Background: an optimization exercise with open tools, aiming at small area, a short achievable clock period and few clock cycles. Do not read the settings as production practice.
In this exercise RTL edits were held to simulation tests only and were not proved equivalent to the original.

## run.sh

```bash
#!/bin/bash
# synth_recipe.tcl (not shown) runs the flow's synth.tcl, then flattens the netlist and writes it again
# the make line also repeats each setting of config.mk as NAME=value (left out here)
make -C /OpenROAD-flow-scripts/flow DESIGN_CONFIG=/design/flow/config.mk WORK_HOME=/design/flow/orfs CLKGATE_MAP_FILE= SYNTH_SCRIPT=/design/flow/synth_recipe.tcl finish
```

## config.mk

```make
export PLATFORM = sky130hd
export DESIGN_NAME = cpuCore
export DESIGN_NICKNAME = cpuCore
export VERILOG_FILES = /design/flow/design.v
export SDC_FILE = /design/flow/constraint.sdc
export NUM_CORES = 4
export LEC_CHECK = 0
export CAP_MARGIN = 20
export CORE_MARGIN = 2
export CORE_UTILIZATION = 40
export SLEW_MARGIN = 20
```

## constraint.sdc

```tcl
create_clock -name core_clock -period 11.0 [get_ports {clk}]
set_input_delay 2.2000 -clock core_clock [delete_from_list [all_inputs] [get_ports {clk}]]
set_output_delay 2.2000 -clock core_clock [all_outputs]
set_load 0.01 [all_outputs]
```

## design.v

```verilog
`default_nettype none
package cpuPkg;
    localparam int xlen = 32;
    localparam int regAddrWidth = 5;
    localparam int shamtWidth = $clog2(xlen);
    typedef logic [xlen-1:0] wordT;
    typedef logic [regAddrWidth-1:0] regAddrT;
    localparam wordT resetPc = '0;
    localparam logic [6:0] opOp     = 7'b0110011;
    localparam logic [6:0] opOpImm  = 7'b0010011;
    localparam logic [6:0] opLoad   = 7'b0000011;
    localparam logic [6:0] opStore  = 7'b0100011;
    localparam logic [6:0] opBranch = 7'b1100011;
    localparam logic [6:0] opLui    = 7'b0110111;
    localparam logic [2:0] f3AddSub = 3'b000;
    localparam logic [2:0] f3Sll    = 3'b001;
    localparam logic [2:0] f3Slt    = 3'b010;
    localparam logic [2:0] f3Sltu   = 3'b011;
    localparam logic [2:0] f3Xor    = 3'b100;
    localparam logic [2:0] f3SrlSra = 3'b101;
    localparam logic [2:0] f3Or     = 3'b110;
    localparam logic [2:0] f3And    = 3'b111;
    localparam logic [2:0] f3Word   = 3'b010;
    localparam logic [2:0] f3Beq    = 3'b000;
    localparam logic [6:0] f7Alt    = 7'b0100000;
    typedef enum logic [3:0] {
        aluAdd, aluSub, aluAnd, aluOr, aluXor,
        aluSlt, aluSltu, aluSll, aluSrl, aluSra
    } aluOpT;
    typedef enum logic [2:0] {immI, immS, immB, immU} immSrcT;
    typedef enum logic [1:0] {srcPc, srcOldPc, srcRegA} srcASelT;
    typedef enum logic [1:0] {srcRegB, srcImm, srcFour} srcBSelT;
    typedef enum logic [1:0] {resAluOut, resMemData, resAluResult, resImm} resultSelT;
endpackage
`default_nettype wire
`timescale 1ns/10ps
`default_nettype none
module regFile (
    input  wire logic    clk,
    input  wire logic    reset,
    input  wire cpuPkg::regAddrT rs1,
    input  wire cpuPkg::regAddrT rs2,
    input  wire cpuPkg::regAddrT rd,
    input  wire logic    regWrite,
    input  wire cpuPkg::wordT    writeData,
    output cpuPkg::wordT         readDataA,
    output cpuPkg::wordT         readDataB
);
    cpuPkg::wordT regs [2**cpuPkg::regAddrWidth];
    always_ff @(posedge clk) begin
        if (regWrite && (rd != '0)) begin
            regs[rd] <= writeData;
        end
    end
    always_ff @(posedge clk or posedge reset) begin
        if (reset) begin
            readDataA <= '0;
            readDataB <= '0;
        end else begin
            readDataA <= (rs1 == '0) ? '0 : regs[rs1];
            readDataB <= (rs2 == '0) ? '0 : regs[rs2];
        end
    end
endmodule
`default_nettype wire
`timescale 1ns/10ps
`default_nettype none
module instrDecode (
    input  wire logic   clk,
    input  wire logic   reset,
    input  wire logic   irEnable,
    input  wire cpuPkg::wordT   instrWord,
    input  wire cpuPkg::immSrcT immSrc,
    output logic [6:0]  opcode,
    output logic [2:0]  funct3,
    output logic [6:0]  funct7,
    output cpuPkg::regAddrT     rs1,
    output cpuPkg::regAddrT     rs2,
    output cpuPkg::regAddrT     rd,
    output cpuPkg::wordT        immediate
);
    cpuPkg::wordT instrReg;
    cpuPkg::wordT immIType, immSType, immBType, immUType;
    always_ff @(posedge clk or posedge reset) begin
        if (reset) begin
            instrReg <= '0;
        end else if (irEnable) begin
            instrReg <= instrWord;
        end
    end
    assign opcode = instrReg[6:0];
    assign rd     = instrReg[11:7];
    assign funct3 = instrReg[14:12];
    assign rs1    = instrReg[19:15];
    assign rs2    = instrReg[24:20];
    assign funct7 = instrReg[31:25];
    assign immIType = {{20{instrReg[31]}}, instrReg[31:20]};
    assign immSType = {{20{instrReg[31]}}, instrReg[31:25], instrReg[11:7]};
    assign immBType = {{19{instrReg[31]}}, instrReg[31], instrReg[7],
                       instrReg[30:25], instrReg[11:8], 1'b0};
    assign immUType = {instrReg[31:12], 12'b0};
    always_comb begin
        case (immSrc)
            cpuPkg::immS:    immediate = immSType;
            cpuPkg::immB:    immediate = immBType;
            cpuPkg::immU:    immediate = immUType;
            default: immediate = immIType;
        endcase
    end
endmodule
`default_nettype wire
`timescale 1ns/10ps
`default_nettype none
module alu (
    input  wire cpuPkg::wordT  a,
    input  wire cpuPkg::wordT  b,
    input  wire cpuPkg::aluOpT aluOp,
    output cpuPkg::wordT       result,
    output logic       zero
);
    logic [cpuPkg::shamtWidth-1:0] shamt;
    assign shamt = b[cpuPkg::shamtWidth-1:0];
    always_comb begin
        case (aluOp)
            cpuPkg::aluAdd:  result = a + b;
            cpuPkg::aluSub:  result = a - b;
            cpuPkg::aluAnd:  result = a & b;
            cpuPkg::aluOr:   result = a | b;
            cpuPkg::aluXor:  result = a ^ b;
            cpuPkg::aluSlt:  result = {{(cpuPkg::xlen-1){1'b0}}, $signed(a) < $signed(b)};
            cpuPkg::aluSltu: result = {{(cpuPkg::xlen-1){1'b0}}, a < b};
            cpuPkg::aluSll:  result = a << shamt;
            cpuPkg::aluSrl:  result = a >> shamt;
            cpuPkg::aluSra:  result = $signed(a) >>> shamt;
            default: result = a + b;
        endcase
    end
    assign zero = (result == '0);
endmodule
`default_nettype wire
`timescale 1ns/10ps
`default_nettype none
module controlFsm (
    input  wire logic       clk,
    input  wire logic       reset,
    input  wire logic [6:0] opcode,
    input  wire logic [2:0] funct3,
    input  wire logic [6:0] funct7,
    input  wire logic       zero,
    output logic            pcEnable,
    output logic            oldPcEnable,
    output logic            irEnable,
    output logic            instrOrData,
    output cpuPkg::immSrcT          immSrc,
    output cpuPkg::srcASelT         aluSrcA,
    output cpuPkg::srcBSelT         aluSrcB,
    output cpuPkg::aluOpT           aluOp,
    output cpuPkg::resultSelT       resultSrc,
    output logic            memWrite,
    output logic            regWrite
);
    typedef enum logic [3:0] {
        sFetch, sIrLoad, sDecode, sExecute, sAluWb, sLuiWb,
        sBranch, sMemAddr, sMemRead, sMemWb, sMemStore
    } stateT;
    stateT state, nextState;
    logic  isAluReg, isAluImm, isLoad, isStore, isBeq, isLui;
    cpuPkg::aluOpT execOp;
    assign isAluReg = (opcode == cpuPkg::opOp);
    assign isAluImm = (opcode == cpuPkg::opOpImm);
    assign isLoad   = (opcode == cpuPkg::opLoad) && (funct3 == cpuPkg::f3Word);
    assign isStore  = (opcode == cpuPkg::opStore) && (funct3 == cpuPkg::f3Word);
    assign isBeq    = (opcode == cpuPkg::opBranch) && (funct3 == cpuPkg::f3Beq);
    assign isLui    = (opcode == cpuPkg::opLui);
    always_comb begin
        case (funct3)
            cpuPkg::f3AddSub: execOp = (isAluReg && (funct7 == cpuPkg::f7Alt)) ? cpuPkg::aluSub : cpuPkg::aluAdd;
            cpuPkg::f3Sll:    execOp = cpuPkg::aluSll;
            cpuPkg::f3Slt:    execOp = cpuPkg::aluSlt;
            cpuPkg::f3Sltu:   execOp = cpuPkg::aluSltu;
            cpuPkg::f3Xor:    execOp = cpuPkg::aluXor;
            cpuPkg::f3SrlSra: execOp = (funct7 == cpuPkg::f7Alt) ? cpuPkg::aluSra : cpuPkg::aluSrl;
            cpuPkg::f3Or:     execOp = cpuPkg::aluOr;
            cpuPkg::f3And:    execOp = cpuPkg::aluAnd;
            default:  execOp = cpuPkg::aluAdd;
        endcase
    end
    always_ff @(posedge clk or posedge reset) begin
        if (reset) begin
            state <= sFetch;
        end else begin
            state <= nextState;
        end
    end
    always_comb begin
        nextState = sFetch;
        case (state)
            sFetch:   nextState = sIrLoad;
            sIrLoad:  nextState = sDecode;
            sDecode: begin
                if (isAluReg || isAluImm) begin
                    nextState = sExecute;
                end else if (isLui) begin
                    nextState = sLuiWb;
                end else if (isBeq) begin
                    nextState = sBranch;
                end else if (isLoad || isStore) begin
                    nextState = sMemAddr;
                end
            end
            sExecute: nextState = sAluWb;
            sMemAddr: nextState = isLoad ? sMemRead : sMemStore;
            sMemRead: nextState = sMemWb;
            default:  nextState = sFetch;
        endcase
    end
    always_comb begin
        pcEnable    = 1'b0;
        oldPcEnable = 1'b0;
        irEnable    = 1'b0;
        instrOrData = 1'b0;
        immSrc      = cpuPkg::immI;
        aluSrcA     = cpuPkg::srcRegA;
        aluSrcB     = cpuPkg::srcRegB;
        aluOp       = cpuPkg::aluAdd;
        resultSrc   = cpuPkg::resAluOut;
        memWrite    = 1'b0;
        regWrite    = 1'b0;
        case (state)
            sFetch: begin
                aluSrcA     = cpuPkg::srcPc;
                aluSrcB     = cpuPkg::srcFour;
                resultSrc   = cpuPkg::resAluResult;
                pcEnable    = 1'b1;
                oldPcEnable = 1'b1;
            end
            sIrLoad: irEnable = 1'b1;
            sDecode: begin
                immSrc  = cpuPkg::immB;
                aluSrcA = cpuPkg::srcOldPc;
                aluSrcB = cpuPkg::srcImm;
            end
            sExecute: begin
                aluSrcB = isAluImm ? cpuPkg::srcImm : cpuPkg::srcRegB;
                aluOp   = execOp;
            end
            sAluWb: regWrite = 1'b1;
            sLuiWb: begin
                immSrc    = cpuPkg::immU;
                resultSrc = cpuPkg::resImm;
                regWrite  = 1'b1;
            end
            sBranch: begin
                aluOp    = cpuPkg::aluSub;
                pcEnable = zero;
            end
            sMemAddr: begin
                immSrc      = isStore ? cpuPkg::immS : cpuPkg::immI;
                aluSrcB     = cpuPkg::srcImm;
                resultSrc   = cpuPkg::resAluResult;
                instrOrData = 1'b1;
            end
            sMemWb: begin
                resultSrc = cpuPkg::resMemData;
                regWrite  = 1'b1;
            end
            sMemStore: begin
                instrOrData = 1'b1;
                memWrite    = 1'b1;
            end
            default: begin
                aluOp = cpuPkg::aluAdd;
            end
        endcase
    end
endmodule
`default_nettype wire
`timescale 1ns/10ps
`default_nettype none
module cpuCore (
    input  wire logic clk,
    input  wire logic reset,
    input  wire cpuPkg::wordT memReadData,
    output cpuPkg::wordT      memAddress,
    output cpuPkg::wordT      memWriteData,
    output logic      memWrite
);
    logic      pcEnable, oldPcEnable, irEnable, instrOrData, regWrite, zero;
    cpuPkg::immSrcT    immSrc;
    cpuPkg::srcASelT   aluSrcA;
    cpuPkg::srcBSelT   aluSrcB;
    cpuPkg::aluOpT     aluOp;
    cpuPkg::resultSelT resultSrc;
    logic [6:0] opcode;
    logic [2:0] funct3;
    logic [6:0] funct7;
    cpuPkg::regAddrT    rs1, rs2, rd;
    cpuPkg::wordT       immediate;
    cpuPkg::wordT pc, oldPc, aluOut, memData, readWord;
    cpuPkg::wordT readDataA, readDataB, srcA, srcB, aluResult, result;
    function automatic cpuPkg::wordT byteSwap(input cpuPkg::wordT word);
        byteSwap = {word[7:0], word[15:8], word[23:16], word[31:24]};
    endfunction
    assign readWord     = byteSwap(memReadData);
    assign memWriteData = byteSwap(readDataB);
    always_ff @(posedge clk or posedge reset) begin
        if (reset) begin
            pc    <= cpuPkg::resetPc;
            oldPc <= cpuPkg::resetPc;
        end else begin
            if (pcEnable) begin
                pc <= result;
            end
            if (oldPcEnable) begin
                oldPc <= pc;
            end
        end
    end
    always_ff @(posedge clk) begin
        aluOut  <= aluResult;
        memData <= readWord;
    end
    always_comb begin
        case (aluSrcA)
            cpuPkg::srcPc:    srcA = pc;
            cpuPkg::srcOldPc: srcA = oldPc;
            default:  srcA = readDataA;
        endcase
        case (aluSrcB)
            cpuPkg::srcImm:  srcB = immediate;
            cpuPkg::srcFour: srcB = 32'd4;
            default: srcB = readDataB;
        endcase
        case (resultSrc)
            cpuPkg::resMemData:   result = memData;
            cpuPkg::resAluResult: result = aluResult;
            cpuPkg::resImm:       result = immediate;
            default:      result = aluOut;
        endcase
    end
    assign memAddress = instrOrData ? result : pc;
    controlFsm controlFsmInst (
        .clk(clk), .reset(reset),
        .opcode(opcode), .funct3(funct3), .funct7(funct7), .zero(zero),
        .pcEnable(pcEnable), .oldPcEnable(oldPcEnable), .irEnable(irEnable),
        .instrOrData(instrOrData), .immSrc(immSrc),
        .aluSrcA(aluSrcA), .aluSrcB(aluSrcB), .aluOp(aluOp),
        .resultSrc(resultSrc), .memWrite(memWrite), .regWrite(regWrite)
    );
    instrDecode instrDecodeInst (
        .clk(clk), .reset(reset), .irEnable(irEnable),
        .instrWord(readWord), .immSrc(immSrc),
        .opcode(opcode), .funct3(funct3), .funct7(funct7),
        .rs1(rs1), .rs2(rs2), .rd(rd), .immediate(immediate)
    );
    regFile regFileInst (
        .clk(clk), .reset(reset),
        .rs1(rs1), .rs2(rs2), .rd(rd),
        .regWrite(regWrite), .writeData(result),
        .readDataA(readDataA), .readDataB(readDataB)
    );
    alu aluInst (
        .a(srcA), .b(srcB), .aluOp(aluOp),
        .result(aluResult), .zero(zero)
    );
endmodule
`default_nettype wire
```

==> impl_metrics.yaml <==
die:
  die_w_um: 410
  dieArea_um2: 168000
  rows: 148
  initial_core_util_pct: 40.4
  core_um2: 163000
  io_pins: 99
  die_h_um: 410
layout:
  area_delta_synth_final_pct: 13.9
  filler_cell_count: 14100
  drive_gt1_share_pct: 27.4
  final_core_utilization_pct: 46.0
  nets: 4639
  stdcell_count: 6798
  fin_area_um2: 75000
drt:
  drt_iter0_drc: 6411
  vias: 45700
  drtPass1Iterations: 6
  via_per_inst: 6.72
  finalWirelength_um: 260000
  drc: 0
  wl_per_cell_um: 38.3
  ant_nets: 0
synth:
  synth_top_area_cell: "edfxtp_1"
  synthesis.area_um2: 65900
  synth_seq_area_share_pct: 54.8
  post-synth-top-area-fraction_pct: 46.7
  synthFlopType: "edfxtp_1"
  async_flop_share_pct: 13.1
  ys_warn_count: 5
  synth_cells: 4367
  ys_ff_latch: 1252
  synthTopCellsByCount: "edfxtp_1 (1024), mux4_2 (643), nor2_1 (313)"
  synth_edf_count: 1024
  synthTopCellsByArea: "edfxtp_1 (47%), mux4_2 (22%), dfrtp_1 (6.2%)"
  ys_types: 106
  post-synth-top-count-cell: "edfxtp_1"
  syn_avg_cell_area_um2: 15.1
place:
  place_ws_ps: 1150
  hpwl_um: 171000
  io_buffers: 98
  placed_cell_area_um2: 70500
  place_inst: 6538
  place_congestion: 1.04
worst_setup_path:
  cp.arrival_ps: 8330
  startpoint_type: "register"
  crit_fanout: 34
  path_common_cell: "buf_4"
  required_ps: 8800
  crit_chain: "nand4bb_1 -> or4_1 -> nand3_1 -> o21ai_4 -> fa_1 -> a211oi_1 -> o311ai_0 -> a32oi_1 -> buf_4 -> o311a_1 -> o41ai_1 -> a2111oi_0 -> o211ai_1 -> nand4b_1 -> a222oi_1 -> a21oi_2 -> buf_4 -> mux2_2 -> clkdlybuf4s50_1"
  worst-path-stages: 19
  cpPeakStageDelay_ps: 810
  worstSetupPathType: "reg -> out"
  crit_family: "compound AO/OA/AOI/OAI gates"
  crit_path_end_kind: "output pin"
  regToRegSetupSlack_ps: 1960
  timing.critical_path.buf_inv: 3
  cpMaxStageDelayCell: "or4_1"
  reg2reg_depth: 21
sta:
  timing.final.crit_share_pct: 95.7
  hold_viol_final: 0
  tightestPinTransition_ps: 1230
  fin_setup_tns_ps: 0
  rsz0062_at_grt: "no"
  hold_slack_ps: 478
  clock_skew_ps: 48.3
  maxSlewHeadroom_pct: 16.8
  clock.fmax_mhz: 95.0
  setup_ws_ps: 473
  slew_violations: 0
  layout_min_cycle_time_ps: 10530
  setup_violations: 0
clocking:
  cts_buffer_depth: 3
  cts_made_buffers: 137
  clk_latency_ps: 810
  cts.clk_slew.worst_paths_ps: 60
  cts.sinks: 1252
  ctsHoldBuffers: 0
  cts_max_level: 4
  cts-root-buf: "clkbuf_16"
  tritoncts: "built"
hold_path:
  hold_class: "reg -> reg"
  min_path_cells: 2
job:
  drv_cap: 0
global_routing:
  grtUsageTotal_pct: 30.7
  grt_pass1_wl_um: 359000
  grt_max_degree: 121
  antenna_found_initial: 11
  grt_pass1_vias: 44300
  overflow: 0
outcome:
  status: "no timing/DRC/antenna violations"
## registers in the layout, summed over array words and instances, names as in the netlist
signal	count
memData	32
controlFsmInst.state	4
pc	32
regFileInst.readDataB	32
regFileInst.readDataA	32
oldPc	32
aluOut	32
regFileInst.regs	1024
instrDecodeInst.instrReg	32
## worst reg2reg max path, stage by stage, from the launching register on
cell	delay (ps)
dfrtp_1	700
nand4bb_1	470
or4_1	810
nand3_1	580
o21ai_4	250
ha_1	400
o21ba_2	220
or3_1	360
a21o_1	270
a311o_1	380
a21o_1	240
a21oi_1	170
a22oi_1	170
a2111oi_0	470
o211ai_1	360
buf_4	300
nor4_1	790
nand4_1	220
or4_1	630
o21ai_4	130
buf_4	560
mux2_1	450
## routing by layer
| metal | routed length, um | track usage [%] | vias up |
|---|---|---|---|
| met5 | 41 | 0 | - |
| met4 | 13900 | 13.9 | 6 |
| met3 | 24300 | 6.44 | 568 |
| met2 | 119000 | 46.9 | 2680 |
| met1 | 103000 | 42.3 | 24300 |
| li1 | - | - | 18200 |
## layout by cell type, fill, tap and decap left out, drive strengths merged, types with 98 or more instances in the layout
master and n:
mux2i 103, nor2 315, inv 114, o21ai 126, edfxtp 1024, dfrtp 164, mux4 643, a21oi 170
nand2 270, clkdlybuf4s50 98, clkbuf 175, buf 214, mux2 100
## layout make-up
| cell class | instances | area [um2] | share of cell area (%) |
|---|---|---|---|
| Sequential cell | 1252 | 36200 | 48.2 |
| Timing Repair Buffer | 312 | 2700 | 3.59 |
| Clock buffer | 175 | 3720 | 4.95 |
| Multi-Input combinational cell | 2699 | 28600 | 38.1 |
| Clock inverter | 73 | 748 | 0.997 |
| Antenna cell | 8 | 20.0 | 0.0267 |
| Tap cell | 2175 | 2720 | 3.63 |
| Inverter | 104 | 405 | 0.540 |
## final timing paths
check                                          endpoint               startpoint
max                                      memAddress[22]  controlFsmInst.state[3]
min                                           oldPc[25]                oldPc[25]
max reg2reg                                       pc[0]  controlFsmInst.state[3]
min reg2reg                                   oldPc[25]                oldPc[25]
max in group asynchronous  instrDecodeInst.instrReg[19]                    reset
min in group asynchronous   instrDecodeInst.instrReg[8]                    reset
## cell families after synthesis
logic type               after synthesis  share of synthesized area [%]
AO/OA/AOI/OAI                        831                           8.89
XOR/XNOR                              31                          0.412
adder cells (fa/ha/maj)               99                           1.90
buffers and inverters                447                           2.71
flip-flops                          1252                           54.8
multiplexers                         846                           25.3
other                                  1                        0.00569
AND/OR/NAND/NOR                      860                           5.94
## repair_timing
item	CTS	global route
buffers inserted	0	4
resized for setup	0	3
setup endpoints to repair	0	3
Testbench counts, summed over its fixed seeds: cycles 110,811.

## re-timing with driven ports
How much do the figures lean on ideal ports? The routed layout below was timed once more, with nothing changed but the port constraints.
Step 1 (the two cells are an assumption about what drives the block):
set clk [get_ports {clk}]
set_driving_cell -lib_cell sky130_fd_sc_hd__clkbuf_16 $clk
set_driving_cell -lib_cell sky130_fd_sc_hd__buf_2 [delete_from_list [all_inputs] $clk]
Step 2 times the ports against the registers' clock, not the clock port: input delays grow and output delays shrink by t, the midpoint of the rising clock arrivals with the driver on.
Slacks: no drivers / after step 1 / after step 2; pairs: no drivers / after step 1.
t, ns: 0.881
setup WS [ns]: 0.473 / 0.382 / 1.263
worst hold slack (ns): 0.478 / 0.478 / 0.478
worst data-port slew with drivers (ns): 0.10
cell pins on the clock port's net: 1
After both steps setup and hold are still met in this run. For this run, drivers alone change the setup slack by -0.091 ns; drivers and shift together by +0.790 ns.
